From an optimization exercise on the open Yosys and OpenROAD flow, aimed at a short achievable clock period and few clock cycles per item; shortcuts taken in it are not production practice. RTL that was checked went through simulation tests only; none was proved equivalent to the original. No functional check of the RTL was part of runs 3 and 4. Power is estimated from default activity; no workload was simulated.

===== flow/design.v =====
`timescale 1ns/1ps
`default_nettype none
package dma_pkg;
    localparam int NUM_STREAMS = 4;
    localparam int REQ_LINES   = 4;
    localparam int DATA_W      = 32;
    localparam int STREAM_W    = 2;
    localparam int NDT_W       = 16;
    localparam int PL_W        = 2;
    localparam int CHSEL_W     = $clog2(REQ_LINES);
    localparam logic [3:0] REG_CR   = 4'h0;
    localparam logic [3:0] REG_NDTR = 4'h4;
    localparam logic [3:0] REG_PAR  = 4'h8;
    localparam logic [3:0] REG_MAR  = 4'hc;
    localparam int         STREAM_STRIDE = 'h10;
    localparam logic [7:0] REG_ISR       = 8'h40;
    localparam int CR_EN    = 0;
    localparam int CR_DIR   = 1;
    localparam int CR_PINC  = 2;
    localparam int CR_MINC  = 3;
    localparam int CR_CHSEL = 4;
    localparam int CR_PL    = 6;
    localparam int CR_TCIE  = 8;
    localparam int CR_TEIE  = 9;
    localparam int CR_W     = 10;
    localparam logic [1:0] HTRANS_IDLE   = 2'b00;
    localparam logic [1:0] HTRANS_NONSEQ = 2'b10;
    localparam logic [2:0] HSIZE_WORD    = 3'b010;
endpackage
`default_nettype wire
`timescale 1ns/1ps
`default_nettype none
module dma_ahb_s4ch4 (
    input  logic                       i_hclk,
    input  logic                       i_rst_n,
    input  logic                       i_s_hsel,
    input  logic [dma_pkg::DATA_W-1:0] i_s_haddr,
    input  logic                       i_s_hwrite,
    input  logic [1:0]                 i_s_htrans,
    input  logic                       i_s_hready,
    input  logic [dma_pkg::DATA_W-1:0] i_s_hwdata,
    output logic                       o_s_hreadyout,
    output logic                       o_s_hresp,
    output logic [dma_pkg::DATA_W-1:0] o_s_hrdata,
    output logic [dma_pkg::DATA_W-1:0] o_m_haddr,
    output logic                       o_m_hwrite,
    output logic [1:0]                 o_m_htrans,
    output logic [2:0]                 o_m_hsize,
    output logic [dma_pkg::DATA_W-1:0] o_m_hwdata,
    input  logic                       i_m_hready,
    input  logic                       i_m_hresp,
    input  logic [dma_pkg::DATA_W-1:0] i_m_hrdata,
    input  logic [dma_pkg::NUM_STREAMS*dma_pkg::REQ_LINES-1:0] i_req,
    output logic [dma_pkg::NUM_STREAMS-1:0] o_interrupt
);
localparam int NS = dma_pkg::NUM_STREAMS;
localparam int DW = dma_pkg::DATA_W;
localparam int NW = dma_pkg::NDT_W;
localparam int CW = dma_pkg::CR_W;
logic [NS-1:0][CW-1:0]   cr;
logic [NS-1:0][NW-1:0]   ndtr;
logic [NS-1:0][DW-1:0]   par;
logic [NS-1:0][DW-1:0]   mar;
logic [2*NS-1:0]         isr;
logic [NS-1:0]           irq_q;
logic                    dph_wr;
logic                    dph_rd;
logic [7:0]              dph_addr;
logic [DW-1:0]           rdata_q;
logic                    a_act;
logic                    a_wr;
logic                    a_last;
logic [1:0]              a_strm;
logic [DW-1:0]           haddr_q;
logic                    d_act;
logic                    d_wr;
logic                    d_last;
logic [NS-1:0]           d_oh;      
logic [NS-1:0]           dw_oh;     
logic [DW-1:0]           hwdata_q;
logic                    cur_v;
logic [1:0]              cur;
logic [DW-1:0]           rd_ptr;    
logic [DW-1:0]           wr_ptr;    
logic [NW-1:0]           rem;       
logic                    more;      
logic                    sinc;
logic                    dinc;
logic                    rinc_p;    
logic                    winc_p;    
logic                    win_v;
logic [NS-1:0]           win_oh;
logic [1:0]              win_id;
logic [NS-1:0]           rq_q;      
logic av;
assign av = i_s_hsel && i_s_hready && i_s_htrans[1];
always_ff @(posedge i_hclk or negedge i_rst_n) begin
    if (!i_rst_n) begin
        dph_wr <= 1'b0;
        dph_rd <= 1'b0;
    end else if (i_s_hready) begin
        dph_wr <= av && i_s_hwrite;
        dph_rd <= av && !i_s_hwrite;
    end
end
always_ff @(posedge i_hclk) begin
    if (av) begin
        dph_addr <= i_s_haddr[7:0];
    end
end
logic           wr_isr;
logic [NS-1:0]  wr_cr;
logic [NS-1:0]  wr_ndtr;
logic [NS-1:0]  wr_par;
logic [NS-1:0]  wr_mar;
always_comb begin
    wr_isr = dph_wr && dph_addr == dma_pkg::REG_ISR;
    for (int s = 0; s < NS; s++) begin
        logic hit;
        hit = dph_wr && dph_addr[7:6] == 2'b00 && dph_addr[5:4] == 2'(s);
        wr_cr[s]   = hit && dph_addr[3:0] == dma_pkg::REG_CR;
        wr_ndtr[s] = hit && dph_addr[3:0] == dma_pkg::REG_NDTR;
        wr_par[s]  = hit && dph_addr[3:0] == dma_pkg::REG_PAR;
        wr_mar[s]  = hit && dph_addr[3:0] == dma_pkg::REG_MAR;
    end
end
logic hrdy;
logic herr;
assign hrdy = i_m_hready;
assign herr = i_m_hresp && d_act;
logic [NS-1:0] wok;     
logic [NS-1:0] wfin;    
logic [NS-1:0] xfail;   
always_comb begin
    for (int s = 0; s < NS; s++) begin
        wok[s]   = hrdy && !i_m_hresp && dw_oh[s];
        wfin[s]  = wok[s] && d_last;
        xfail[s] = hrdy && i_m_hresp && d_oh[s];
    end
end
logic [NS-1:0][CW-1:0] cr_d;
logic [NS-1:0][NW-1:0] ndtr_d;
logic [NS-1:0][DW-1:0] par_d;
logic [NS-1:0][DW-1:0] mar_d;
logic [2*NS-1:0]       isr_d;
logic [NS-1:0]         irq_d;
always_comb begin
    logic [2*NS-1:0] set;
    logic [2*NS-1:0] clr;
    for (int s = 0; s < NS; s++) begin
        cr_d[s] = cr[s];
        if (wfin[s] || xfail[s]) begin
            cr_d[s][dma_pkg::CR_EN] = 1'b0;
        end
        if (wr_cr[s]) begin
            cr_d[s] = i_s_hwdata[CW-1:0];
        end
        if (wr_ndtr[s]) begin
            ndtr_d[s] = i_s_hwdata[NW-1:0];
        end else if (wok[s]) begin
            ndtr_d[s] = ndtr[s] - 1'b1;
        end else begin
            ndtr_d[s] = ndtr[s];
        end
        if (wr_par[s]) begin
            par_d[s] = i_s_hwdata;
        end else if (wok[s] && cr[s][dma_pkg::CR_PINC]) begin
            par_d[s] = par[s] + DW'(4);
        end else begin
            par_d[s] = par[s];
        end
        if (wr_mar[s]) begin
            mar_d[s] = i_s_hwdata;
        end else if (wok[s] && cr[s][dma_pkg::CR_MINC]) begin
            mar_d[s] = mar[s] + DW'(4);
        end else begin
            mar_d[s] = mar[s];
        end
        set[2*s]   = wfin[s];
        set[2*s+1] = xfail[s];
    end
    clr   = wr_isr ? i_s_hwdata[2*NS-1:0] : '0;
    isr_d = (isr & ~clr) | set;
    for (int s = 0; s < NS; s++) begin
        irq_d[s] = (isr_d[2*s] && cr_d[s][dma_pkg::CR_TCIE]) ||
                   (isr_d[2*s+1] && cr_d[s][dma_pkg::CR_TEIE]);
    end
end
always_ff @(posedge i_hclk or negedge i_rst_n) begin
    if (!i_rst_n) begin
        cr    <= '0;
        ndtr  <= '0;
        par   <= '0;
        mar   <= '0;
        isr   <= '0;
        irq_q <= '0;
    end else begin
        cr    <= cr_d;
        ndtr  <= ndtr_d;
        par   <= par_d;
        mar   <= mar_d;
        isr   <= isr_d;
        irq_q <= irq_d;
    end
end
assign o_interrupt = irq_q;
logic          rd_n;
logic [7:0]    ra_n;
logic [DW-1:0] rmux;
assign rd_n = i_s_hready ? (av && !i_s_hwrite) : dph_rd;
assign ra_n = av ? i_s_haddr[7:0] : dph_addr;
always_comb begin
    rmux = '0;
    if (ra_n == dma_pkg::REG_ISR) begin
        rmux = DW'(isr_d);
    end else if (ra_n[7:6] == 2'b00) begin
        case (ra_n[3:0])
            dma_pkg::REG_CR:   rmux = DW'(cr_d[ra_n[5:4]]);
            dma_pkg::REG_NDTR: rmux = DW'(ndtr_d[ra_n[5:4]]);
            dma_pkg::REG_PAR:  rmux = par_d[ra_n[5:4]];
            dma_pkg::REG_MAR:  rmux = mar_d[ra_n[5:4]];
            default:           rmux = '0;
        endcase
    end
end
always_ff @(posedge i_hclk or negedge i_rst_n) begin
    if (!i_rst_n) begin
        rdata_q <= '0;
    end else begin
        rdata_q <= rd_n ? rmux : '0;
    end
end
assign o_s_hreadyout = 1'b1;
assign o_s_hresp     = 1'b0;
assign o_s_hrdata    = rdata_q;
logic [NS-1:0][NS-1:0] hp;
logic [NS-1:0]         pre;
logic [NS-1:0]         rs;
logic [NS-1:0]         el;
logic [NS-1:0]         w;
always_comb begin
    for (int a = 0; a < NS; a++) begin
        for (int b = 0; b < NS; b++) begin
            logic [1:0] pa;
            logic [1:0] pb;
            pa = cr[a][dma_pkg::CR_PL +: dma_pkg::PL_W];
            pb = cr[b][dma_pkg::CR_PL +: dma_pkg::PL_W];
            hp[a][b] = (a != b) && ((pa > pb) || (pa == pb && a < b));
        end
    end
    for (int s = 0; s < NS; s++) begin
        pre[s] = cr[s][dma_pkg::CR_EN] && (ndtr[s] != '0) && !(cur_v && cur == 2'(s));
        rs[s]  = i_req[s*dma_pkg::REQ_LINES + cr[s][dma_pkg::CR_CHSEL +: dma_pkg::CHSEL_W]];
        el[s]  = pre[s] && rs[s];
    end
    for (int s = 0; s < NS; s++) begin
        w[s] = el[s];
        for (int t = 0; t < NS; t++) begin
            if (el[t] && hp[t][s]) begin
                w[s] = 1'b0;
            end
        end
    end
end
always_ff @(posedge i_hclk or negedge i_rst_n) begin
    if (!i_rst_n) begin
        win_v  <= 1'b0;
        win_oh <= '0;
        win_id <= '0;
        rq_q   <= '0;
    end else begin
        win_v  <= |el;
        win_oh <= w;
        win_id <= {w[3] | w[2], w[3] | w[1]};
        rq_q   <= rs;
    end
end
logic [DW-1:0] w_src;
logic [DW-1:0] w_dst;
logic [NW-1:0] w_cnt;
logic          w_sinc;
logic          w_dinc;
always_comb begin
    w_src  = '0;
    w_dst  = '0;
    w_cnt  = '0;
    w_sinc = 1'b0;
    w_dinc = 1'b0;
    for (int s = 0; s < NS; s++) begin
        if (win_oh[s]) begin
            if (cr[s][dma_pkg::CR_DIR]) begin
                w_src  = w_src | mar[s];
                w_dst  = w_dst | par[s];
                w_sinc = w_sinc | cr[s][dma_pkg::CR_MINC];
                w_dinc = w_dinc | cr[s][dma_pkg::CR_PINC];
            end else begin
                w_src  = w_src | par[s];
                w_dst  = w_dst | mar[s];
                w_sinc = w_sinc | cr[s][dma_pkg::CR_PINC];
                w_dinc = w_dinc | cr[s][dma_pkg::CR_MINC];
            end
            w_cnt = w_cnt | ndtr[s];
        end
    end
end
logic adv;        
logic a_isr;      
logic cont_ok;    
logic wr_pend;    
logic start_ok;   
logic do_w;
logic do_cont;
logic do_start;
logic more_now;
assign adv      = !a_act || hrdy;
assign a_isr    = a_act && !a_wr;
assign more_now = rinc_p ? (rem != NW'(1)) : more;
assign cont_ok  = cur_v && more && rq_q[cur] && !(win_v && hp[win_id][cur]);
assign wr_pend  = (a_act && a_wr) || (d_act && d_wr && !hrdy);
assign start_ok = win_v && !wr_pend && !(cur_v && win_id == cur);
assign do_w     = !herr && adv && a_isr;
assign do_cont  = !herr && adv && !a_isr && cont_ok;
assign do_start = !herr && adv && !a_isr && !cont_ok && start_ok;
always_ff @(posedge i_hclk or negedge i_rst_n) begin
    if (!i_rst_n) begin
        a_act  <= 1'b0;
        a_wr   <= 1'b0;
        a_last <= 1'b0;
        a_strm <= '0;
        d_act  <= 1'b0;
        d_wr   <= 1'b0;
        d_last <= 1'b0;
        d_oh   <= '0;
        dw_oh  <= '0;
        cur_v  <= 1'b0;
        cur    <= '0;
        rinc_p <= 1'b0;
        winc_p <= 1'b0;
    end else begin
        if (herr) begin
            a_act <= 1'b0;
        end else if (adv) begin
            a_act  <= do_w || do_cont || do_start;
            a_wr   <= do_w;
            a_last <= !more_now;
            a_strm <= do_start ? win_id : cur;
        end
        if (hrdy) begin
            d_act  <= a_act && !herr;
            d_wr   <= a_wr;
            d_last <= a_last;
            for (int s = 0; s < NS; s++) begin
                d_oh[s]  <= a_act && !herr && a_strm == 2'(s);
                dw_oh[s] <= a_act && !herr && a_wr && a_strm == 2'(s);
            end
        end
        if (do_start) begin
            cur_v <= 1'b1;
            cur   <= win_id;
        end else if (hrdy && i_m_hresp && d_act) begin
            cur_v <= 1'b0;
        end else if (hrdy && !i_m_hresp && d_act && d_wr && d_last) begin
            cur_v <= 1'b0;
        end
        rinc_p <= do_start || do_cont;
        winc_p <= do_w;
    end
end
always_ff @(posedge i_hclk) begin
    if (!herr && adv) begin
        haddr_q <= do_w ? wr_ptr : (do_cont ? rd_ptr : w_src);
    end
    if (do_start) begin
        rd_ptr <= w_src;
        wr_ptr <= w_dst;
        rem    <= w_cnt;
        sinc   <= w_sinc;
        dinc   <= w_dinc;
    end else begin
        if (rinc_p) begin
            rd_ptr <= rd_ptr + (sinc ? DW'(4) : DW'(0));
            rem    <= rem - 1'b1;
            more   <= rem != NW'(1);
        end
        if (winc_p) begin
            wr_ptr <= wr_ptr + (dinc ? DW'(4) : DW'(0));
        end
    end
    if (d_act && !d_wr) begin
        hwdata_q <= i_m_hrdata;
    end
end
assign o_m_haddr  = haddr_q;
assign o_m_hwrite = a_wr;
assign o_m_htrans = a_act ? dma_pkg::HTRANS_NONSEQ : dma_pkg::HTRANS_IDLE;
assign o_m_hsize  = dma_pkg::HSIZE_WORD;
assign o_m_hwdata = hwdata_q;
endmodule
`default_nettype wire

===== flow/run.sh =====
#!/bin/bash
# synth_recipe.tcl (not shown) runs the flow's synth.tcl, then flattens the netlist and writes it again
# the make line also repeats each setting of config.mk as NAME=value (left out here)
make -C /OpenROAD-flow-scripts/flow DESIGN_CONFIG=/design/flow/config.mk WORK_HOME=/design/flow/orfs CLKGATE_MAP_FILE= SYNTH_SCRIPT=/design/flow/synth_recipe.tcl finish

===== flow/constraint.sdc =====
create_clock -name core_clock -period 7.5 [get_ports {i_hclk}]
set_input_delay 1.5000 -clock core_clock [delete_from_list [all_inputs] [get_ports {i_hclk}]]
set_output_delay 1.5000 -clock core_clock [all_outputs]
set_load 0.01 [all_outputs]

===== flow/config.mk =====
export PLATFORM = sky130hd
export DESIGN_NAME = dma_ahb_s4ch4
export DESIGN_NICKNAME = dma_ahb_s4ch4
export VERILOG_FILES = /design/flow/design.v
export SDC_FILE = /design/flow/constraint.sdc
export NUM_CORES = 4
export LEC_CHECK = 0
export CAP_MARGIN = 20
export CORE_MARGIN = 2
export CORE_UTILIZATION = 40
export PLACE_DENSITY = 0.6
export SLEW_MARGIN = 20

==> results.txt, run 1 <==
Initial Utilization 40.2%; Top FF cell, synth dfrtp_1; vias in the first global route 32000; post_cts resized 0; Final HPWL DP 115000 µm; Initial DRC Count 5003; hold_buf cts 0; number of synthesized flops with an enable pin 147; Routed Antenna Nets 0; Final Routed Wirelength 157000 µm; ys async rst share 73.9%; status timing/DRC/antenna clean; Clk Latency, worst-skew pair 650 ps; Syn Std Cell Area 38100 µm²; Hold Fails Final Rpt 0; commonest non-fill, non-tap cell in the layout nand2_1; Die H between 300 and 400 µm; Setup TNS Final 0 ps; Core Region 94700 µm²; Sw Share 39.5%; via/cell ratio 6.19; Final setup viols 0; Worst-Margin Slew between 1000 and 1500 ps; DRC viols 0; fin crit period 5080 ps; kind of critical path in2reg; Layout area overhead 14.6%; biggest fanout along the worst timing path 34; DRT Pass-1 Iters 6; hold_ws 479 ps; fmax 0.197 GHz; Max Cap Violations 0; Die X-Extent 313 µm; I/O Buffers roughly 200; CTS Sinks 593; gpl congestion 0.992; antenna violations before repair 9; Pins Over Slew Limit 0; crit start category input pin; Wirelength per Cell 27.8 µm; Overflow after GRT 0; Nets around 4500; Seq pwr share a little under two fifths; most frequent cells in the layout nand2_1, nor2_1, dfrtp_1; YS warnings 1; RSZ-0062 raised after global routing no; crit path capture type flip-flop; P_int about 8.4 mW; # rows 113; via count ~35000; Cell variety after synth 93; Post-CTS Repair Setup Buffers 0; largest net degree at the start of global routing 145; global-route wire length before repair ~230000 µm; LEAKAGE 16.3 nW; PwrDens 319 nW/µm²; CTS Buf Count 71; combinational cell fraction of total power 35.9%; Synth Instances 4262; gr usage total a little under a third; Final Cycle Share between 60% and 70%; share of cells above drive strength 1 12.8%; clock power share 25.9%; crit path DAT 5520 ps; maximum vdd drop about 0.21 mV; maximum clock insertion buffer count 3; TritonCTS clock tree done; Sw Pwr roughly 5.5 mW; IO Pins 229; clk slew on worst S/H paths approximately 60 ps; htree depth 3; Root Buffer clkbuf_16; Worst Hold Class reg2reg; die area 97700 µm²; Seq cells post-synth 593; max-slew headroom at the worst pin 20.3%; Crit path required time 7930 ps; syn_area_per_cell 8.94 µm²; Setup Skew 34.7 ps; register area share after synthesis approximately two fifths
[stage by stage]
step / setup slack, ps / cell area [µm²] / cells / util [%] / total power [mW]
floorplan: 3370 / 38100 / 4266 / - / 8.18
detailed placement: 2100 / 41300 / 5511 / 43.6 / 10.2
global route: 2430 / 43600 / 5639 / 46.1 / 14.6
CTS: 2740 / 43600 / 5639 / 46.1 / 13.8
finish: 2420 / 43600 / 5641 / 46.1 / 13.9
global placement: 2030 / 41300 / 5511 / 43.6 / 10.1
[synthesized netlist by cell type, types with 8 or more instances]
cell type / instances / area [µm²]
o21a_1: 17 / 128
ha_1: 30 / 375
o22ai_1: 26 / 163
buf_4: 11 / 82.6
or2_2: 12 / 75.1
nand3b_1: 14 / 105
nand2_1: 475 / 1780
o31ai_1: 12 / 90.1
xor2_1: 167 / 1460
nand3_1: 162 / 811
inv_1: 79 / 297
nand2b_1: 11 / 68.8
o221ai_1: 16 / 140
nor3_1: 88 / 440
and2_1: 21 / 131
dfxtp_1: 8 / 160
and4_1: 29 / 254
nand4_1: 89 / 557
o21ai_0: 266 / 1330
a22oi_1: 172 / 1290
nor4_1: 61 / 382
nor2b_1: 16 / 100
xnor2_1: 179 / 1570
nor2_1: 439 / 1650
dfrtp_1: 438 / 11000
or3_1: 28 / 175
clkbuf_1: 228 / 856
a32oi_1: 8 / 70.1
a211oi_1: 26 / 195
mux4_2: 8 / 180
buf_1: 38 / 143
mux2i_1: 36 / 360
a22o_1: 15 / 131
o2bb2ai_1: 8 / 70.1
and3_1: 68 / 425
nand4b_1: 11 / 96.3
a31oi_1: 58 / 363
a21oi_1: 251 / 1260
o211ai_1: 34 / 255
buf_2: 25 / 125
mux2_2: 282 / 3180
edfxtp_1: 147 / 4410
a221oi_1: 15 / 131
or4_1: 16 / 120
[state kept, by name, summed over array words and instances, names as in the netlist, 2 cells and up]
signal / count
cur: 2
cr: 40
win_oh: 4
dph_addr: 8
par: 128
hwdata_q: 32
rdata_q: 32
a_strm: 2
mar: 128
isr: 8
wr_ptr: 32
win_id: 2
haddr_q: 32
d_oh: 4
rq_q: 4
dw_oh: 4
ndtr: 64
irq_q: 4
rem: 16
rd_ptr: 32
[final timing paths]
kind                           start     endpoint  slack [ps]  cells after the start
max                        i_m_hresp  rdata_q[13]        2420                     10
min                           a_last       a_last         480                      2
max reg2reg                   dph_wr  rdata_q[13]        3190                      8
min reg2reg                   a_last       a_last         480                      2
max in group asynchronous    i_rst_n       cr[21]        5190                      2
min in group asynchronous    i_rst_n     par[124]         860                      1
[power groups by stage]
stage          clock, mW  combinational (mW)  sequential [mW]
5_1_grt             3.76                5.39             5.42
2_1_floorplan          0                3.13             5.06
6_report            3.61                5.01             5.32
4_1_cts             3.63                4.88             5.28
3_3_place_gp           0                4.80             5.31
3_5_place_dp           0                4.84             5.33
[layer usage]
layer,GRT usage [%],part of all wire (%),vias up
met2,41.5,39,2069
met4,10.6,3.5,10
li1,-,-,15600
met3,12.0,15,264
met5,0,0.049,-
met1,45.9,43,17000
[cells by family (layout without fill, tap and decap cells)]
group	count (synthesis)	after routing	share of synthesized area (%)
xor gates and xnor gates	346	346	7.95
and+or+nand+nor	1581	1581	20.0
buffers and inverters	390	498	4.11
adders and majority gates	30	30	0.985
DFF	593	593	40.8
muxes	326	326	9.75
AOI/OAI and AO/OA	994	994	16.4
other	2	8	0.0197
[worst max-delay path: stages]
cell             delay (ps)
clkdlybuf4s50_1         700
buf_4                   410
and3b_1                 590
nand2_1                 300
nor3_1                  450
nand2_1                 140
xor2_1                  160
a21oi_1                 200
a21boi_0                150
o31ai_1                 890
[cell type report]
class	instances	area [µm²]
Multi-Input combinational cell	3283	21100
Fill cell	9124	51100
Clock inverter	26	244
Clock buffer	102	2130
Sequential cell	593	15500
Tap cell	1265	1580
Antenna cell	2	5.00
Inverter	80	300
Timing Repair Buffer	290	2720
Testbench counts, summed over its fixed seeds: cycles 46,983, words 14,473.
==> run 2: changes to the inputs <==
--- a/flow/config.mk
+++ b/flow/config.mk
@@ -5,8 +5,11 @@
 export SDC_FILE = /design/flow/constraint.sdc
 export NUM_CORES = 4
 export LEC_CHECK = 0
+export ABC_CLOCK_PERIOD_IN_PS = 2500
 export CAP_MARGIN = 20
 export CORE_MARGIN = 2
 export CORE_UTILIZATION = 40
 export PLACE_DENSITY = 0.6
+export SETUP_SLACK_MARGIN = 5
 export SLEW_MARGIN = 20
+export TNS_END_PERCENT = 100
==> results.txt, run 2 <==
status timing/DRC/antenna clean; Setup TNS Final 0 ps (unchanged); most frequent cells in the layout dfrtp_1, nand2_1, nor2_1; Initial DRC Count 5248 (+4.9%); Core Region 94700 µm² (unchanged); Top FF cell, synth dfrtp_1; Seq cells post-synth 593 (unchanged); maximum clock insertion buffer count 3 (unchanged); post-route setup slack 3960 ps (+1550 ps); DRC viols 0 (unchanged); clk slew on worst S/H paths 60 ps (about the same); Worst-Margin Slew 1190 ps (-5.98 ps); Initial Utilization 40.2% (unchanged); Syn Std Cell Area 38100 µm² (unchanged); gpl congestion 1.01 (+1.6%); I/O Buffers 197 (unchanged); via/cell ratio 6.32 (+2.0%); Cell variety after synth 93 (unchanged); Final Routed Wirelength 179000 µm (+14%); hold_ws 496 ps (+16.2 ps); via count 38300 (+9.7%); ys async rst share 73.9% (unchanged); max-slew headroom at the worst pin 21.0% (+0.65 points); Pins Over Slew Limit 0 (unchanged); Total Power 16.5 mW (+18%); IO Pins 229 (unchanged); htree depth 3 (unchanged); Setup Skew 25.4 ps (-9.34 ps); Top Registers mar x128, par x128, ndtr x64; die area 97700 µm² (unchanged); kind of critical path in2reg; largest net degree at the start of global routing 132 (-9.0%); Post-Place Setup Slack 2190 ps (+82.3 ps); fin crit period 3540 ps (-1550 ps); Layout area overhead 41.3%; DRT Pass-1 Iters 9 (+3); Routed Antenna Nets 0 (unchanged); Reg2Reg Setup Slack 4090 ps (+900 ps); Overflow after GRT 0 (unchanged); Synth area leaders dfrtp_1, edfxtp_1, mux2_2, nand2_1, nor2_1; final core utilization 56.9% (+11 points); share of cells above drive strength 1 39.4% (+27 points); Hold Fails Final Rpt 0 (unchanged); crit path DAT 4080 ps (-1440 ps); Root Buffer clkbuf_16; antenna violations before repair 3 (-6); RR Endpoint rdata_q[7]; number of synthesized flops with an enable pin 147 (unchanged); Worst Hold Class reg2reg; commonest non-fill, non-tap cell in the layout dfrtp_1; Nets 4891 (+9.4%); crit start category input pin; YS warnings 1 (unchanged); largest area contributor in the netlist dfrtp_1; Final HPWL DP 115000 µm (-0.37%); maximum vdd drop 0.173 mV (-20%); vias in the first global route 35700 (+12%); Worst Reg-to-Reg Cells 9 (+1); CTS Buf Count 71 (unchanged); global-route wire length before repair 251000 µm (+12%); RSZ-0062 raised after global routing yes; Filler cells 8013 (-12%); most frequent cell after synthesis nand2_1; Final setup viols 0 (unchanged); # rows 113 (unchanged); gr usage total 35.0% (+3.8 points); register area share after synthesis 40.8% (unchanged); syn_area_per_cell 8.94 µm² (unchanged); crit path capture type flip-flop; Post-synth top cells nand2_1, nor2_1, dfrtp_1, mux2_2, o21ai_0; Final Cycle Share 47.2% (-21 points); biggest fanout along the worst timing path 5 (-85%); Synth Instances 4262 (unchanged); Crit. Startpoint i_m_hresp; Wirelength per Cell 29.5 µm (+5.9%); Crit path required time 8040 ps (+110 ps); fmax 0.283 GHz (+44%); Max Cap Violations 0 (unchanged); Die X-Extent 313 µm (unchanged); TritonCTS clock tree done; Die H 313 µm (unchanged); Clk Latency, worst-skew pair 650 ps (about the same); PwrDens 307 nW/µm² (-4.0%); reg2reg start dph_addr[2]; LEAKAGE 21.2 nW (+30%); CTS Sinks 593 (unchanged); Synth top area share 28.8% (unchanged); crit path to rdata_q[15]
## run 2: cell counts after synthesis
No cell type changed its count.
## run 2: logic make-up after synthesis
family	share of synthesized area, %
buffers and inverters	4.11
DFF	40.8
xor gates and xnor gates	7.95
and+or+nand+nor	20.0
other	0.0197
muxes	9.75
AOI/OAI and AO/OA	16.4
adders and majority gates	0.985
## run 2: worst max-delay path, cell delays in order
cell and delay [ps]:
buf_16 110, buf_12 140, buf_16 140, and3b_4 380, nand4_1 260, or3_4 420
a31oi_4 230, o22ai_1 100, a32o_1 220, or4_4 480, o31ai_1 100
## run 2: through the flow
step | instance area (µm²) | cells
after detailed placement | 42400 | 5494
after CTS | 50800 | 5954
after global routing | 53800 | 6064
final | 53900 | 6066
after floorplan | 40100 | 4266
after global placement | 42400 | 5494
## run 2: per-layer routing
layer  up-vias  wire length, µm  track usage, %
li1      16500                -               -
met1     18700            70400            48.1
met5         -                0               0
met4         0            10800            16.5
met3       562            26000            13.6
met2      2513            71600            48.1
## run 2: worst min-delay path by stage
stage	startpoint	endpoint	cells after the start	slack, ps
CTS	a_last	a_last	2	480
detailed placement	a_last	a_last	2	470
floorplan	a_last	a_last	2	440
global route	isr[0]	isr[0]	2	520
global placement	a_last	a_last	2	460
finish	a_last	a_last	2	500
## run 2: what timing repair did
item | in CTS | in global routing
pin swaps | 214 | 281
gates cloned | 50 | 3
setup buffers | 278 | 107
gates resized for setup | 1219 | 431
setup endpoints to repair | 696 | 555
hold buffers | 0 | 0
hold endpoints to repair | 0 | 0
## run 2: final cells by class
class                   count  area, µm²  share of cell area (%)
clock inverters            20        108                   0.200
well taps                1265       1580                    2.94
repair inverters            5       57.6                   0.107
clock buffers             112       2170                    4.02
multi-input cells        3300      26500                    49.3
diodes                      2       5.00                 0.00929
flip-flops and latches    593      15600                    28.9
inverters                  80        382                   0.709
repair buffers            689       7460                    13.9
## run 2: power breakdown
part | leakage [nW] | internal, mW | switching, mW
clock network | 1.12 | 1.98 | 1.51
registers | 6.82 | 4.37 | 1.05
logic | 13.2 | 3.30 | 4.29
total | 21.2 | 9.66 | 6.86
==> run 3: changes to the inputs <==
--- a/flow/design.v
+++ b/flow/design.v
@@ -63,6 +63,8 @@
 logic [NS-1:0][DW-1:0]   mar;
 logic [2*NS-1:0]         isr;
 logic [NS-1:0]           irq_q;
+logic [NS-1:0]           fin_q;     
+logic [NS-1:0]           fail_q;    
 logic                    dph_wr;
 logic                    dph_rd;
 logic [7:0]              dph_addr;
@@ -176,8 +178,8 @@
         end else begin
             mar_d[s] = mar[s];
         end
-        set[2*s]   = wfin[s];
-        set[2*s+1] = xfail[s];
+        set[2*s]   = fin_q[s];
+        set[2*s+1] = fail_q[s];
     end
     clr   = wr_isr ? i_s_hwdata[2*NS-1:0] : '0;
     isr_d = (isr & ~clr) | set;
@@ -194,7 +196,11 @@
         mar   <= '0;
         isr   <= '0;
         irq_q <= '0;
+        fin_q <= '0;
+        fail_q <= '0;
     end else begin
+        fin_q <= wfin;
+        fail_q <= xfail;
         cr    <= cr_d;
         ndtr  <= ndtr_d;
         par   <= par_d;
@@ -209,18 +215,33 @@
 logic [DW-1:0] rmux;
 assign rd_n = i_s_hready ? (av && !i_s_hwrite) : dph_rd;
 assign ra_n = av ? i_s_haddr[7:0] : dph_addr;
+logic          fwd;
+logic [DW-1:0] fwd_val;
+assign fwd = dph_wr && dph_addr[7:6] == 2'b00 && ra_n == dph_addr;
+always_comb begin
+    case (dph_addr[3:0])
+        dma_pkg::REG_CR:   fwd_val = DW'(i_s_hwdata[CW-1:0]);
+        dma_pkg::REG_NDTR: fwd_val = DW'(i_s_hwdata[NW-1:0]);
+        dma_pkg::REG_PAR:  fwd_val = i_s_hwdata;
+        dma_pkg::REG_MAR:  fwd_val = i_s_hwdata;
+        default:           fwd_val = '0;
+    endcase
+end
 always_comb begin
     rmux = '0;
     if (ra_n == dma_pkg::REG_ISR) begin
         rmux = DW'(isr_d);
     end else if (ra_n[7:6] == 2'b00) begin
         case (ra_n[3:0])
-            dma_pkg::REG_CR:   rmux = DW'(cr_d[ra_n[5:4]]);
-            dma_pkg::REG_NDTR: rmux = DW'(ndtr_d[ra_n[5:4]]);
-            dma_pkg::REG_PAR:  rmux = par_d[ra_n[5:4]];
-            dma_pkg::REG_MAR:  rmux = mar_d[ra_n[5:4]];
+            dma_pkg::REG_CR:   rmux = DW'(cr[ra_n[5:4]]);
+            dma_pkg::REG_NDTR: rmux = DW'(ndtr[ra_n[5:4]]);
+            dma_pkg::REG_PAR:  rmux = par[ra_n[5:4]];
+            dma_pkg::REG_MAR:  rmux = mar[ra_n[5:4]];
             default:           rmux = '0;
         endcase
+        if (fwd) begin
+            rmux = fwd_val;
+        end
     end
 end
 always_ff @(posedge i_hclk or negedge i_rst_n) begin
@@ -303,24 +324,32 @@
         end
     end
 end
-logic adv;        
 logic a_isr;      
 logic cont_ok;    
-logic wr_pend;    
-logic start_ok;   
+logic same;       
+logic more_now;
+logic c1, s1;     
+logic c0, s0;     
 logic do_w;
 logic do_cont;
 logic do_start;
-logic more_now;
-assign adv      = !a_act || hrdy;
+logic [DW-1:0] nra;      
+logic [DW-1:0] addr1;
+logic [DW-1:0] addr0;
 assign a_isr    = a_act && !a_wr;
 assign more_now = rinc_p ? (rem != NW'(1)) : more;
 assign cont_ok  = cur_v && more && rq_q[cur] && !(win_v && hp[win_id][cur]);
-assign wr_pend  = (a_act && a_wr) || (d_act && d_wr && !hrdy);
-assign start_ok = win_v && !wr_pend && !(cur_v && win_id == cur);
-assign do_w     = !herr && adv && a_isr;
-assign do_cont  = !herr && adv && !a_isr && cont_ok;
-assign do_start = !herr && adv && !a_isr && !cont_ok && start_ok;
+assign same     = cur_v && win_id == cur;
+assign c1 = !a_isr && cont_ok;
+assign s1 = !a_isr && !cont_ok && win_v && !same && !(a_act && a_wr);
+assign c0 = !a_act && cont_ok;
+assign s0 = !a_act && !cont_ok && win_v && !same && !(d_act && d_wr);
+assign do_w     = hrdy && a_isr;
+assign do_cont  = hrdy ? c1 : c0;
+assign do_start = hrdy ? s1 : s0;
+assign nra   = cont_ok ? rd_ptr : w_src;
+assign addr1 = a_isr ? wr_ptr : nra;
+assign addr0 = a_act ? haddr_q : nra;
 always_ff @(posedge i_hclk or negedge i_rst_n) begin
     if (!i_rst_n) begin
         a_act  <= 1'b0;
@@ -339,11 +368,18 @@
     end else begin
         if (herr) begin
             a_act <= 1'b0;
-        end else if (adv) begin
-            a_act  <= do_w || do_cont || do_start;
-            a_wr   <= do_w;
+        end else if (hrdy) begin
+            a_act <= a_isr || c1 || s1;
+        end else begin
+            a_act <= a_act || c0 || s0;
+        end
+        if (hrdy) begin
+            a_wr   <= a_isr;
             a_last <= !more_now;
-            a_strm <= do_start ? win_id : cur;
+            a_strm <= s1 ? win_id : cur;
+        end else if (!a_act) begin
+            a_wr   <= 1'b0;
+            a_strm <= s0 ? win_id : cur;
         end
         if (hrdy) begin
             d_act  <= a_act && !herr;
@@ -354,12 +390,14 @@
                 dw_oh[s] <= a_act && !herr && a_wr && a_strm == 2'(s);
             end
         end
-        if (do_start) begin
+        if (herr) begin
+            if (hrdy) begin
+                cur_v <= 1'b0;
+            end
+        end else if (do_start) begin
             cur_v <= 1'b1;
             cur   <= win_id;
-        end else if (hrdy && i_m_hresp && d_act) begin
-            cur_v <= 1'b0;
-        end else if (hrdy && !i_m_hresp && d_act && d_wr && d_last) begin
+        end else if (hrdy && d_act && d_wr && d_last) begin
             cur_v <= 1'b0;
         end
         rinc_p <= do_start || do_cont;
@@ -367,9 +405,7 @@
     end
 end
 always_ff @(posedge i_hclk) begin
-    if (!herr && adv) begin
-        haddr_q <= do_w ? wr_ptr : (do_cont ? rd_ptr : w_src);
-    end
+    haddr_q <= hrdy ? addr1 : addr0;
     if (do_start) begin
         rd_ptr <= w_src;
         wr_ptr <= w_dst;
==> results.txt, run 3 <==
Initial Utilization 40.2% (about the same); Final Cycle Share 42.1% (-5.1 points); Hold Startpoint fail_q[3]; Pins Over Slew Limit 0 (unchanged); Register Area 15800 µm² (+1.4%); Syn Std Cell Area 38800 µm² (+1.8%); M1 WL 62600 µm (-11%); largest net degree at the start of global routing 152 (+15%); number of synthesized flops with an enable pin 147 (unchanged); vias in the first global route 34000 (-4.9%); largest area contributor in the netlist dfrtp_1; Cell variety after synth 86 (-7.5%); Seq cells post-synth 601 (+1.3%); status timing/DRC/antenna clean; Cell Area, Placed 42800 µm² (+0.86%); via count 35600 (-7.1%); crit path capture type flip-flop; Worst Hold Class reg2reg; Top Registers mar x128, par x128, ndtr x64; Hold Fails Final Rpt 0 (unchanged); Total Power 15.3 mW (-7.4%); DRC viols 0 (unchanged); hold_buf cts 0 (unchanged); Die H 315 µm (+0.87%); IO Pins 229 (unchanged); Final Routed Wirelength 163000 µm (-8.9%); maximum clock insertion buffer count 3 (unchanged); multi-input logic area 25100 µm² (-5.4%); share of cells above drive strength 1 33.8% (-5.6 points); global-route wire length before repair 234000 µm (-7.0%); most frequent cell after synthesis nand2_1; fin crit period 3160 ps (-379 ps); Core Region 96400 µm² (+1.8%); hold_ws 497 ps (+1.80 ps); most frequent cells in the layout nand2_1, dfrtp_1, mux2_2; kind of critical path reg2reg; Crit. Startpoint cr[27]; gpl congestion 0.901 (-11%); ys async rst share 74.2% (+0.35 points); PwrDens 292 nW/µm² (-4.7%); RSZ-0062 raised after global routing yes; gr usage total 31.8% (-3.3 points); Setup TNS Final 0 ps (unchanged); fmax 0.317 GHz (+12%); top sig layer met5; die area 99400 µm² (+1.8%); Setup Skew 36.5 ps (+11.1 ps); xor/xnor share of the synthesized area 8.29% (+0.34 points); Crit path required time 7900 ps (-140 ps); via/cell ratio 6.17 (-2.4%); crit start category flip-flop; metal2 WL 72800 µm (+1.7%); routed wl met3 15600 µm (-40%); Synth Instances 4055 (-4.9%); Die X-Extent 315 µm (+0.87%); Worst-Margin Slew 1280 ps (+99.6 ps); Post-synth top cells nand2_1, dfrtp_1, mux2_2, nor2_1, o21ai_0; commonest non-fill, non-tap cell in the layout nand2_1; htree depth 3 (unchanged); simple-gate portion of the synthesized area 15.7% (-4.4 points); Clk Latency, worst-skew pair 680 ps (+30 ps); Final HPWL DP 95000 µm (-17%); # rows 114 (+0.88%); Filler cells 8375 (+4.5%); LEAKAGE 22.1 nW (+4.6%); max-slew headroom at the worst pin 14.3% (-6.6 points); Final setup viols 0 (unchanged); YS warnings 1 (unchanged); Synth area leaders dfrtp_1, edfxtp_1, mux2_2, xnor2_1, mux2i_1; CTS Sinks 601 (+1.3%); syn_area_per_cell 9.56 µm² (+7.0%); I/O Buffers 197 (unchanged); clk slew on worst S/H paths 70 ps (about the same); Initial DRC Count 4000 (-24%); Synth Area in Compound Gates 13.0% (-3.3 points); Wirelength per Cell 28.2 µm (-4.2%); Root Buffer clkbuf_16; CTS Buf Count 76 (+7.0%); Layout area overhead 34.9%; Synth top area share 28.8% (about the same); maximum vdd drop 0.192 mV (+11%); reg2reg start cr[27]; crit path DAT 3560 ps (-520 ps); DRT Pass-1 Iters 6 (-3); Overflow after GRT 0 (unchanged); Max Cap Violations 0 (unchanged); antenna violations before repair 7 (+4); largest family of logic cells by synthesized area multiplexers; Routed Antenna Nets 0 (unchanged); TritonCTS clock tree done; mux cell area share after synthesis 17.1% (+7.3 points); Finished Cell Area 52300 µm² (-2.8%); final core utilization 54.3% (-2.6 points); adder-cell area share of the yosys netlist 0.968% (-0.017 points); biggest fanout along the worst timing path 7 (+2); Top FF cell, synth dfrtp_1; register area share after synthesis 40.6% (-0.20 points); Nets 4578 (-6.4%)
==> run 3: worst paths after layout <==
| check | cells after the start | slack, ps | end |
|---|---|---|---|
| hold reg to reg | 2 | 500 | isr[7] |
| hold / removal | 2 | 500 | isr[7] |
| setup reg to reg | 11 | 4340 | wr_ptr[19] |
| setup / recovery | 11 | 4340 | wr_ptr[19] |
| min in group asynchronous | 1 | 820 | par[82] |
| max in group asynchronous | 2 | 5310 | cr[37] |
==> run 3: where the power goes <==
| part | internal (mW) | switching (mW) |
|---|---|---|
| sequential | 4.33 | 1.10 |
| clock | 2.30 | 1.60 |
| combinational | 2.76 | 3.21 |
| total | 9.38 | 5.91 |
==> run 3: routing by layer <==
metal,GRT usage [%],up-vias
met5,0,-
met4,20.4,4
met3,7.55,509
met2,48.4,1988
met1,40.6,17600
li1,-,15500
==> run 3: area by class of cell <==
cell class	count	share of cell area, %
timing repair inverter	3	0.0909
clock inverter	35	0.885
antenna	4	0.0191
sequential	601	30.1
timing repair buffer	576	13.0
multi-input combinational	3076	48.0
tap	1276	3.05
inverter	93	0.758
clock buffer	105	4.10
==> run 3: critical path, stage by stage (launching register included) <==
cell	delay [ps]
dfrtp_2	470
ha_4	230
nor2b_4	120
o21a_1	210
o221a_4	280
o311a_4	330
buf_12	130
o31ai_4	300
buf_12	210
buf_12	130
buf_16	130
mux2_4	300
==> run 3: stage by stage <==
step	instances	setup WS (ps)
floorplan	4059	4300
global placement	5271	1990
detailed placement	5271	2020
CTS	5670	4390
global route	5766	4310
finish	5769	4340
==> run 3: kinds of logic after synthesis <==
group,after synthesis
simple gates,1270
compound gates,807
fa+ha+maj,30
flops,601
xor+xnor,367
other cells,2
buf+inv,405
mux,573
==> run 3: what timing repair did <==
action / 4_1_cts / 5_1_grt
cloned: 57 / 7
pin swaps: 171 / 151
gates resized for setup: 961 / 296
endpoints found under the setup margin: 740 / 578
buffers inserted: 202 / 88
==> run 4: changes to the inputs <==
--- a/flow/design.v
+++ b/flow/design.v
@@ -65,6 +65,9 @@
 logic [NS-1:0]           irq_q;
 logic [NS-1:0]           fin_q;     
 logic [NS-1:0]           fail_q;    
+logic [NS-1:0]           wok_q;     
+logic [NS-1:0]           fin_q2;    
+logic [NS-1:0]           fail_q2;   
 logic                    dph_wr;
 logic                    dph_rd;
 logic [7:0]              dph_addr;
@@ -93,7 +96,8 @@
 logic                    win_v;
 logic [NS-1:0]           win_oh;
 logic [1:0]              win_id;
-logic [NS-1:0]           rq_q;      
+logic                    rq_cur;    
+logic                    wbc;       
 logic av;
 assign av = i_s_hsel && i_s_hready && i_s_htrans[1];
 always_ff @(posedge i_hclk or negedge i_rst_n) begin
@@ -146,6 +150,13 @@
 logic [NS-1:0][DW-1:0] mar_d;
 logic [2*NS-1:0]       isr_d;
 logic [NS-1:0]         irq_d;
+logic [NS-1:0][NW-1:0] ndtr_s;
+logic [NS-1:0][DW-1:0] par_s;
+logic [NS-1:0][DW-1:0] mar_s;
+logic [NS-1:0][CW-1:0] cr_w;
+logic [NS-1:0][NW-1:0] ndtr_w;
+logic [NS-1:0][DW-1:0] par_w;
+logic [NS-1:0][DW-1:0] mar_w;
 always_comb begin
     logic [2*NS-1:0] set;
     logic [2*NS-1:0] clr;
@@ -157,29 +168,18 @@
         if (wr_cr[s]) begin
             cr_d[s] = i_s_hwdata[CW-1:0];
         end
-        if (wr_ndtr[s]) begin
-            ndtr_d[s] = i_s_hwdata[NW-1:0];
-        end else if (wok[s]) begin
-            ndtr_d[s] = ndtr[s] - 1'b1;
-        end else begin
-            ndtr_d[s] = ndtr[s];
-        end
-        if (wr_par[s]) begin
-            par_d[s] = i_s_hwdata;
-        end else if (wok[s] && cr[s][dma_pkg::CR_PINC]) begin
-            par_d[s] = par[s] + DW'(4);
-        end else begin
-            par_d[s] = par[s];
-        end
-        if (wr_mar[s]) begin
-            mar_d[s] = i_s_hwdata;
-        end else if (wok[s] && cr[s][dma_pkg::CR_MINC]) begin
-            mar_d[s] = mar[s] + DW'(4);
-        end else begin
-            mar_d[s] = mar[s];
-        end
-        set[2*s]   = fin_q[s];
-        set[2*s+1] = fail_q[s];
+        ndtr_s[s] = wok_q[s] ? ndtr[s] - 1'b1 : ndtr[s];
+        par_s[s]  = (wok_q[s] && cr[s][dma_pkg::CR_PINC]) ? par[s] + DW'(4) : par[s];
+        mar_s[s]  = (wok_q[s] && cr[s][dma_pkg::CR_MINC]) ? mar[s] + DW'(4) : mar[s];
+        cr_w[s]   = wr_cr[s]   ? i_s_hwdata[CW-1:0] : cr[s];
+        ndtr_w[s] = wr_ndtr[s] ? i_s_hwdata[NW-1:0] : ndtr[s];
+        par_w[s]  = wr_par[s]  ? i_s_hwdata : par[s];
+        mar_w[s]  = wr_mar[s]  ? i_s_hwdata : mar[s];
+        ndtr_d[s] = wr_ndtr[s] ? i_s_hwdata[NW-1:0] : ndtr_s[s];
+        par_d[s]  = wr_par[s]  ? i_s_hwdata : par_s[s];
+        mar_d[s]  = wr_mar[s]  ? i_s_hwdata : mar_s[s];
+        set[2*s]   = fin_q2[s];
+        set[2*s+1] = fail_q2[s];
     end
     clr   = wr_isr ? i_s_hwdata[2*NS-1:0] : '0;
     isr_d = (isr & ~clr) | set;
@@ -198,9 +198,15 @@
         irq_q <= '0;
         fin_q <= '0;
         fail_q <= '0;
+        wok_q <= '0;
+        fin_q2 <= '0;
+        fail_q2 <= '0;
     end else begin
         fin_q <= wfin;
         fail_q <= xfail;
+        wok_q <= wok;
+        fin_q2 <= fin_q;
+        fail_q2 <= fail_q;
         cr    <= cr_d;
         ndtr  <= ndtr_d;
         par   <= par_d;
@@ -210,45 +216,37 @@
     end
 end
 assign o_interrupt = irq_q;
-logic          rd_n;
-logic [7:0]    ra_n;
-logic [DW-1:0] rmux;
-assign rd_n = i_s_hready ? (av && !i_s_hwrite) : dph_rd;
-assign ra_n = av ? i_s_haddr[7:0] : dph_addr;
-logic          fwd;
-logic [DW-1:0] fwd_val;
-assign fwd = dph_wr && dph_addr[7:6] == 2'b00 && ra_n == dph_addr;
-always_comb begin
-    case (dph_addr[3:0])
-        dma_pkg::REG_CR:   fwd_val = DW'(i_s_hwdata[CW-1:0]);
-        dma_pkg::REG_NDTR: fwd_val = DW'(i_s_hwdata[NW-1:0]);
-        dma_pkg::REG_PAR:  fwd_val = i_s_hwdata;
-        dma_pkg::REG_MAR:  fwd_val = i_s_hwdata;
-        default:           fwd_val = '0;
-    endcase
-end
-always_comb begin
-    rmux = '0;
-    if (ra_n == dma_pkg::REG_ISR) begin
-        rmux = DW'(isr_d);
-    end else if (ra_n[7:6] == 2'b00) begin
-        case (ra_n[3:0])
-            dma_pkg::REG_CR:   rmux = DW'(cr[ra_n[5:4]]);
-            dma_pkg::REG_NDTR: rmux = DW'(ndtr[ra_n[5:4]]);
-            dma_pkg::REG_PAR:  rmux = par[ra_n[5:4]];
-            dma_pkg::REG_MAR:  rmux = mar[ra_n[5:4]];
-            default:           rmux = '0;
-        endcase
-        if (fwd) begin
-            rmux = fwd_val;
+logic [1:0][7:0]    ra;
+logic [1:0][DW-1:0] rmux;
+logic               rd_h1;
+assign ra[1] = i_s_haddr[7:0];
+assign ra[0] = dph_addr;
+assign rd_h1 = i_s_hsel && i_s_htrans[1] && !i_s_hwrite;
+for (genvar k = 0; k < 2; k++) begin : g_rmux
+    logic [7:0] a;
+    assign a = ra[k];
+    always_comb begin
+        rmux[k] = '0;
+        if (a == dma_pkg::REG_ISR) begin
+            rmux[k] = DW'(isr_d);
+        end else if (a[7:6] == 2'b00) begin
+            case (a[3:0])
+                dma_pkg::REG_CR:   rmux[k] = DW'(cr_w[a[5:4]]);
+                dma_pkg::REG_NDTR: rmux[k] = DW'(ndtr_w[a[5:4]]);
+                dma_pkg::REG_PAR:  rmux[k] = par_w[a[5:4]];
+                dma_pkg::REG_MAR:  rmux[k] = mar_w[a[5:4]];
+                default:           rmux[k] = '0;
+            endcase
         end
     end
 end
 always_ff @(posedge i_hclk or negedge i_rst_n) begin
     if (!i_rst_n) begin
         rdata_q <= '0;
+    end else if (i_s_hready) begin
+        rdata_q <= rd_h1 ? rmux[1] : '0;
     end else begin
-        rdata_q <= rd_n ? rmux : '0;
+        rdata_q <= dph_rd ? rmux[0] : '0;
     end
 end
 assign o_s_hreadyout = 1'b1;
@@ -259,6 +257,7 @@
 logic [NS-1:0]         rs;
 logic [NS-1:0]         el;
 logic [NS-1:0]         w;
+logic [NS-1:0]         hp_cur;
 always_comb begin
     for (int a = 0; a < NS; a++) begin
         for (int b = 0; b < NS; b++) begin
@@ -275,6 +274,9 @@
         el[s]  = pre[s] && rs[s];
     end
     for (int s = 0; s < NS; s++) begin
+        hp_cur[s] = hp[s][cur];
+    end
+    for (int s = 0; s < NS; s++) begin
         w[s] = el[s];
         for (int t = 0; t < NS; t++) begin
             if (el[t] && hp[t][s]) begin
@@ -288,12 +290,14 @@
         win_v  <= 1'b0;
         win_oh <= '0;
         win_id <= '0;
-        rq_q   <= '0;
+        rq_cur <= 1'b0;
+        wbc    <= 1'b0;
     end else begin
         win_v  <= |el;
         win_oh <= w;
         win_id <= {w[3] | w[2], w[3] | w[1]};
-        rq_q   <= rs;
+        rq_cur <= rs[cur];
+        wbc    <= |(w & hp_cur);
     end
 end
 logic [DW-1:0] w_src;
@@ -326,7 +330,6 @@
 end
 logic a_isr;      
 logic cont_ok;    
-logic same;       
 logic more_now;
 logic c1, s1;     
 logic c0, s0;     
@@ -338,12 +341,11 @@
 logic [DW-1:0] addr0;
 assign a_isr    = a_act && !a_wr;
 assign more_now = rinc_p ? (rem != NW'(1)) : more;
-assign cont_ok  = cur_v && more && rq_q[cur] && !(win_v && hp[win_id][cur]);
-assign same     = cur_v && win_id == cur;
+assign cont_ok  = cur_v && more && rq_cur && !wbc;
 assign c1 = !a_isr && cont_ok;
-assign s1 = !a_isr && !cont_ok && win_v && !same && !(a_act && a_wr);
+assign s1 = !a_isr && !cont_ok && win_v && !(a_act && a_wr);
 assign c0 = !a_act && cont_ok;
-assign s0 = !a_act && !cont_ok && win_v && !same && !(d_act && d_wr);
+assign s0 = !a_act && !cont_ok && win_v && !(d_act && d_wr);
 assign do_w     = hrdy && a_isr;
 assign do_cont  = hrdy ? c1 : c0;
 assign do_start = hrdy ? s1 : s0;
==> flow/config.mk (replaced) <==
export PLATFORM = sky130hd
export DESIGN_NAME = dma_ahb_s4ch4
export DESIGN_NICKNAME = dma_ahb_s4ch4
export VERILOG_FILES = /design/flow/design.v
export SDC_FILE = /design/flow/constraint.sdc
export NUM_CORES = 4
export LEC_CHECK = 0
export ABC_CLOCK_PERIOD_IN_PS = 2000
export CAP_MARGIN = 20
export CORE_MARGIN = 2
export CORE_UTILIZATION = 65
export PLACE_DENSITY = 0.8
export SETUP_SLACK_MARGIN = 5
export SLEW_MARGIN = 20
export TNS_END_PERCENT = 100
==> results.txt, run 4 <==
Top FF cell, synth dfrtp_1; Cell variety after synth 102 (+19%); htree depth 3 (unchanged); status did not finish; number of synthesized flops with an enable pin 155 (+5.4%); ys async rst share 74.6% (+0.42 points); maximum clock insertion buffer count 3 (unchanged); Synth top area share 24.9% (-3.9 points); syn_area_per_cell 8.63 µm² (-9.8%); Post-synth top cells nand2_1, dfrtp_1, nor2_1, clkbuf_1, o21ai_0; Die X-Extent 269 µm (-15%); YS warnings 1 (unchanged); largest family of logic cells by synthesized area compound AO/OA/AOI/OAI gates; # rows 97 (-15%); Err [ERROR GRT-0232] Routing congestion too high. Check the congestion heatmap in the GUI.; Cells after DPL 6054 (+15%); Initial Utilization 65.5% (+25 points); hold_buf cts 0 (unchanged); Synth Area in Compound Gates 21.8% (+8.8 points); gr usage total between 70 and 80%; CTS Sinks 611 (+1.7%); Last stage global routing; largest area contributor in the netlist dfrtp_1; I/O Buffers 197 (unchanged); Die H 269 µm (-15%); largest net degree at the start of global routing 159; IO Pins 229 (unchanged); register area share after synthesis 35.1% (-5.5 points); Syn Std Cell Area 45800 µm² (+18%); adder-cell area share of the yosys netlist 0.820% (-0.15 points); gpl congestion 1.11 (+24%); Synth Instances 5307 (+31%); simple-gate portion of the synthesized area 17.8% (+2.2 points); mux cell area share after synthesis 13.1% (-4.0 points); xor/xnor share of the synthesized area 5.84% (-2.5 points); Seq cells post-synth 611 (+1.7%); Overflow after GRT 39; CTS Buf Count 71 (-6.6%); most frequent cell after synthesis nand2_1; Synth area leaders dfrtp_1, edfxtp_1, mux2_2, nand2_1, mux2i_1; Root Buffer clkbuf_16; Final HPWL DP 145000 µm (+53%)
==> run 4: changes by cell type after synthesis, moves of 39 or more <==
cell	delta
clkbuf_1	+171
nor2_1	+162
a211oi_1	+128
o21ai_0	+113
a21oi_1	+71
nand2_1	+71
xnor2_1	-70
mux2_1	-58
a22oi_1	+51
nor3_1	+48
a311oi_1	+40
o211ai_1	+39
==> run 4: power by group through the flow <==
stage	sequential [mW]	combinational (mW)	clock, mW
after floorplan	5.00	2.93	0
after global placement	5.51	4.23	0
after detailed placement	5.55	4.35	0
after CTS	5.49	4.61	3.63
==> run 4: worst max path at each step <==
stage | start | endpoint | slack, ps | depth (start not counted)
after detailed placement | i_s_haddr[3] | rdata_q[12] | 2050 | 9
after CTS | i_s_haddr[0] | rdata_q[12] | 4390 | 9
after global placement | i_s_haddr[3] | rdata_q[12] | 2090 | 9
after floorplan | i_s_haddr[1] | rdata_q[29] | 3980 | 9
==> run 4: per-stage QoR <==
stage	area [µm²]	setup WS, ps
2_1_floorplan	46200	3980
3_3_place_gp	48200	2090
3_5_place_dp	48200	2050
4_1_cts	54600	4390
==> run 4: cells by family after synthesis <==
logic type | after synthesis
AOI/OAI and AO/OA | 1502
xor gates and xnor gates | 305
adders and majority gates | 30
buffers and inverters | 628
DFF | 611
muxes | 513
other | 2
and+or+nand+nor | 1716
==> run 4: per-layer routing <==
layer | overflow | GRT usage [%]
met1 | 0 | 77.0
met2 | 13 | 88.2
met3 | 0 | 55.0
met4 | 26 | 66.3
met5 | 0 | 28.9
==> run 4: timing repair <==
| action | in CTS |
|---|---|
| cloned | 40 |
| endpoints found under the setup margin | 711 |
| setup buffers | 200 |
| gates resized for setup | 998 |
| pin swaps | 114 |

==> re-timing with driven ports <==
No port has a modelled driver above. Below, the same layouts with a new extraction and two added sets of constraints.
Step 1, drivers: a clkbuf_16 drives i_hclk and a buf_2 each remaining input, both assumed.
Step 2 also shifts input and output timing later by t, the mid clock arrival at the registers, as if the neighbouring blocks saw the same clock.
a / b / c = ideal / step 1 / step 2; a / b = the first two.
run | t, ns | setup slack, ns | hold slack, ns | worst setup path after step 2 | pins driven straight from the clock port
run 1 | 0.704 | 2.417 / 2.453 / 1.749 | 0.479 / 0.479 / 0.479 | input to register | 1
run 2 | 0.699 | 3.962 / 3.904 / 3.205 | 0.496 / 0.496 / 0.496 | input to register | 1
run 3 | 0.730 | 4.342 / 4.342 / 3.786 | 0.497 / 0.497 / 0.497 | input to register | 1
After both steps every run listed still meets setup and hold. The setup slack of run 2, which loses most, moves by -0.058 ns with the drivers and by -0.757 ns with both steps.
